This is an optimization exercise on Yosys and OpenROAD, whose aim is small area, not a production implementation. Function was checked by simulation only, so behaviour that the tests miss may differ from the original. Power figures rest on the tool's default switching activity, not on a simulated workload.

## multicycle_core
module multicycle_core #(
   parameter logic [31:0] RESET_PC = 32'h0000_0000,
   parameter int          ADDR_W   = 32
) (
   input  logic              clk,
   input  logic              rst,
   output logic              mem_req,
   output logic              mem_we,
   output logic [ADDR_W-1:0] mem_addr,
   output logic [31:0]       mem_wdata,
   input  logic [31:0]       mem_rdata,
   input  logic              mem_ready,
   output logic              retire,
   output logic [ADDR_W-1:0] retire_pc,
   output logic              halted
);
Size in the first run: ~2,000 cells after synthesis, about 140 I/O pins, roughly 28,000 um^2 of cells after synthesis.
clock: 10.0 ns
lec_check: 0
cap_margin: 20
core_margin: 2
core_utilization: 60
slew_margin: 20
standard.sh (not shown) runs the stock make flow with config.mk's settings and CLKGATE_MAP_FILE= SYNTH_SCRIPT=/design/flow/synth_recipe.tcl, a recipe that flattens the netlist after the stock synthesis.
==> flow/flow/run.sh <==
#!/bin/bash
# The standard ORFS layout (standard.sh), with these changes:
#  - synthesis without the adder cells (ADDER_MAP_FILE empty); the combinational logic of the
#    standard synthesis netlist is then re-mapped by ABC for area, with the flip-flops, their
#    names and cell types untouched (checked below; on any difference the standard netlist is
#    kept);
#  - ports buffered with buf_1;
#  - a clock tree of clkbuf_8 without dummy loads.
# Each tool's output goes to a log file of its own in this folder.
set -euo pipefail
ARGS=(ADDER_MAP_FILE=
      "BUFFER_PORTS_ARGS=-buffer_cell sky130_fd_sc_hd__buf_1"
      "CTS_ARGS=-sink_clustering_enable -repair_clock_nets -dont_use_dummy_load -buf_list sky130_fd_sc_hd__clkbuf_8 -sink_clustering_size 20 -sink_clustering_max_diameter 60")
bash standard.sh "${ARGS[@]}" synth > synth.log 2>&1

RES=orfs/results/sky130hd/multicycle_core/base
LIB=$FLOW_HOME/platforms/sky130hd/lib/sky130_fd_sc_hd__tt_025C_1v80.lib
DU=$(sed -n '/^export DONT_USE_CELLS/,/^$/p' $FLOW_HOME/platforms/sky130hd/config.mk | tr -d '\\' | tr ' ' '\n' | grep '^sky130' | sed 's/^/-dont_use /' | tr '\n' ' ')
cp $RES/1_2_yosys.v $RES/1_2_yosys_standard.v
sed -e "s#@LIB@#$LIB#g" -e "s#@DU@#$DU#g" -e "s#@IN@#$RES/1_2_yosys_standard.v#g" \
    -e "s#@OUT@#$RES/1_2_yosys_remap.v#g" flow/remap.ys > remap_run.ys
flops() { grep -E '^\s*sky130_fd_sc_hd__\S*(df|dl)\S* ' "$1" | awk '{print $1, $2}' | sort; }
if yosys -s remap_run.ys > remap.log 2>&1 && [[ -s $RES/1_2_yosys_remap.v ]] &&
   [[ "$(flops $RES/1_2_yosys_standard.v)" == "$(flops $RES/1_2_yosys_remap.v)" ]]; then
  cp $RES/1_2_yosys_remap.v $RES/1_2_yosys.v
  echo "remap: used" >> remap.log
else
  echo "remap: flip-flops differ or yosys failed; keeping the standard netlist" >> remap.log
  touch $RES/1_2_yosys.v
fi
bash standard.sh "${ARGS[@]}" finish > flow.log 2>&1
==> flow/flow/remap.ys <==
# Re-map the combinational logic of the standard synthesis netlist; flip-flops stay as they are.
read_liberty -ignore_miss_func @LIB@
read_verilog @IN@
hierarchy -top multicycle_core
setattr -mod -set keep_hierarchy 1 sky130_fd_sc_hd__dfxtp_1 sky130_fd_sc_hd__edfxtp_1
flatten
opt_clean
abc -liberty @LIB@ @DU@ -script +strash;&get,-n;&dch;&nf,-R,1000;&put;topo;dnsize
opt_clean -purge
hilomap -singleton -hicell sky130_fd_sc_hd__conb_1 HI -locell sky130_fd_sc_hd__conb_1 LO
insbuf -buf sky130_fd_sc_hd__buf_4 A X
splitnets
opt_clean -purge
stat -liberty @LIB@
select multicycle_core
write_verilog -noattr -nohex -nodec -selected @OUT@
Edit:
--- a/flow/design.v
+++ b/flow/design.v
@@ -22,25 +22,26 @@
    localparam logic [2:0] ST_HALT  = 3'd5;
    localparam logic [2:0] C_ILL = 3'd0;
    localparam logic [2:0] C_R   = 3'd1;
    localparam logic [2:0] C_I   = 3'd2;
    localparam logic [2:0] C_LW  = 3'd3;
    localparam logic [2:0] C_SW  = 3'd4;
    localparam logic [2:0] C_BEQ = 3'd5;
    logic [2:0]  state;
    logic [3:0]  ph;
    logic [2:0]  cls;
    logic [31:7] ir;
    logic [31:0] rf [1:32-1];
-   logic [31:0] P, A, D;
+   logic [31:0] P, D;
+   logic [29:0] A;    
    logic        carry, icarry, flag, prevhi;
    wire last  = (ph == 4'd15);
    wire first = (ph == 4'd0);
    wire s_clr  = (state == ST_CLR);
    wire s_fet  = (state == ST_FETCH);
    wire s_ex1  = (state == ST_EX1);
    wire s_memw = (state == ST_MEMW);
    wire s_ex2  = (state == ST_EX2);
    wire [2:0] f3 = ir[14:12];
    wire [4:0] rd = ir[11:7];
    wire [4:0] ra = ir[19:15];
    wire [4:0] rb = ir[24:20];
@@ -96,25 +97,25 @@
    wire       tout  = s_ex1 ? !right : (right ? tidx[4] : !tidx[4]);
    wire [1:0] Tm    = tout ? {2{right & flag}} : T;
    wire [1:0] shout = shamt[0] ? {Tm[0], prevhi} : Tm;
    wire final_rot = (s_ex1 && op_single) || s_ex2;
    wire fetch_req = last && (s_clr || s_fet || final_rot);
    wire data_req  = last && (s_ex1 || s_memw) && (is_lw || is_sw);
    wire eq_now    = (rs1c == rs2c);
    wire eq_all    = (first ? 1'b1 : flag) && eq_now;
    wire [31:0] rpc  = RESET_PC;
    wire [1:0]  rpcc = rpc[{ph, 1'b0} +: 2];
    wire [1:0] A_in = s_clr ? rpcc :
                      final_rot ? npc :
-                     (s_ex1 && (is_lw || is_sw)) ? sum : A[1:0];
+                     s_fet ? Pc : sum;
    wire [1:0] P_in = s_clr ? rpcc : final_rot ? npc : Pc;
    wire [1:0] D_in = is_sw ? rs2c : rs1c;
    logic       wen;
    logic [1:0] wd;
    always_comb begin
       wen = 1'b0;
       wd  = 2'b00;
       if (s_ex1 && op_single) begin
          wen = 1'b1;
          wd  = alu_res;
       end else if (s_ex2) begin
          if (is_lw) begin
@@ -191,27 +192,27 @@
          if (ph == 4'd0) ir[26:25] <= rs2c;
          if (ph == 4'd1) ir[28:27] <= rs2c;
          if (ph == 4'd2) ir[29]    <= rs2c[0];
       end
       carry  <= sum3[2];
       icarry <= inc3[2];
       prevhi <= Tm[1];
       if (s_ex1) begin
          if (is_beq)        flag <= eq_all;
          else if (last)     flag <= op_slt ? lt : (rs1c[1] & ir[30]);
       end
       P <= {P_in, P[31:2]};
-      A <= {A_in, A[31:2]};
+      A <= {A_in, A[29:2]};
       if (data_req && mem_ready && is_lw) D <= mem_rdata;
       else                                D <= {D_in, D[31:2]};
       for (int r = 1; r < 32; r++)
          rf[r] <= {(s_clr || (wen && rd == 5'(r))) ? (s_clr ? 2'b00 : wd) : rf[r][1:0],
                    rf[r][31:2]};
    end
    assign mem_req   = fetch_req || data_req;
    assign mem_we    = data_req && is_sw;
-   assign mem_addr  = {A_in, A[31:2]};
+   assign mem_addr  = {A_in, A};
    assign mem_wdata = {D_in, D[31:2]};
    assign retire    = first && final_rot;
    assign retire_pc = {P[31:2], 2'b00};
    assign halted    = (state == ST_HALT);
 endmodule
The changed run completed without violations.
Via count fell by 1.9%.
Routed wire length fell by 0.35%.
Flip-flop and latch count fell by 2.
Design area fell by 0.47%.
Power is about the same.
Register-to-register slack improves by 0.57 ns.

[separate check: timing with driven ports]
In the flow no input, the clock included, has a driving cell. The finished layouts below were timed again as built, in two steps.
Step 1 sets driving cells, clkbuf_16 on the clock port and buf_2 on the other inputs (assumed; they add their load-dependent delay and slew).
Step 2 moves the port delays by t, midway between the first and last clock arrival at a register: inputs arrive t later, outputs are due t later. That takes back most of the time a late clock gives input paths.
a / b / c = ideal ports / drivers / drivers and shift; a / b = the first two.
run | t (ns) | setup WS [ns] | worst setup path after step 2
the first run | 0.687 | 2.754 / 2.697 / 3.384 | register to output
the second run | 0.680 | 2.867 / 2.811 / 3.491 | register to output
After both steps every run listed still meets setup and hold.
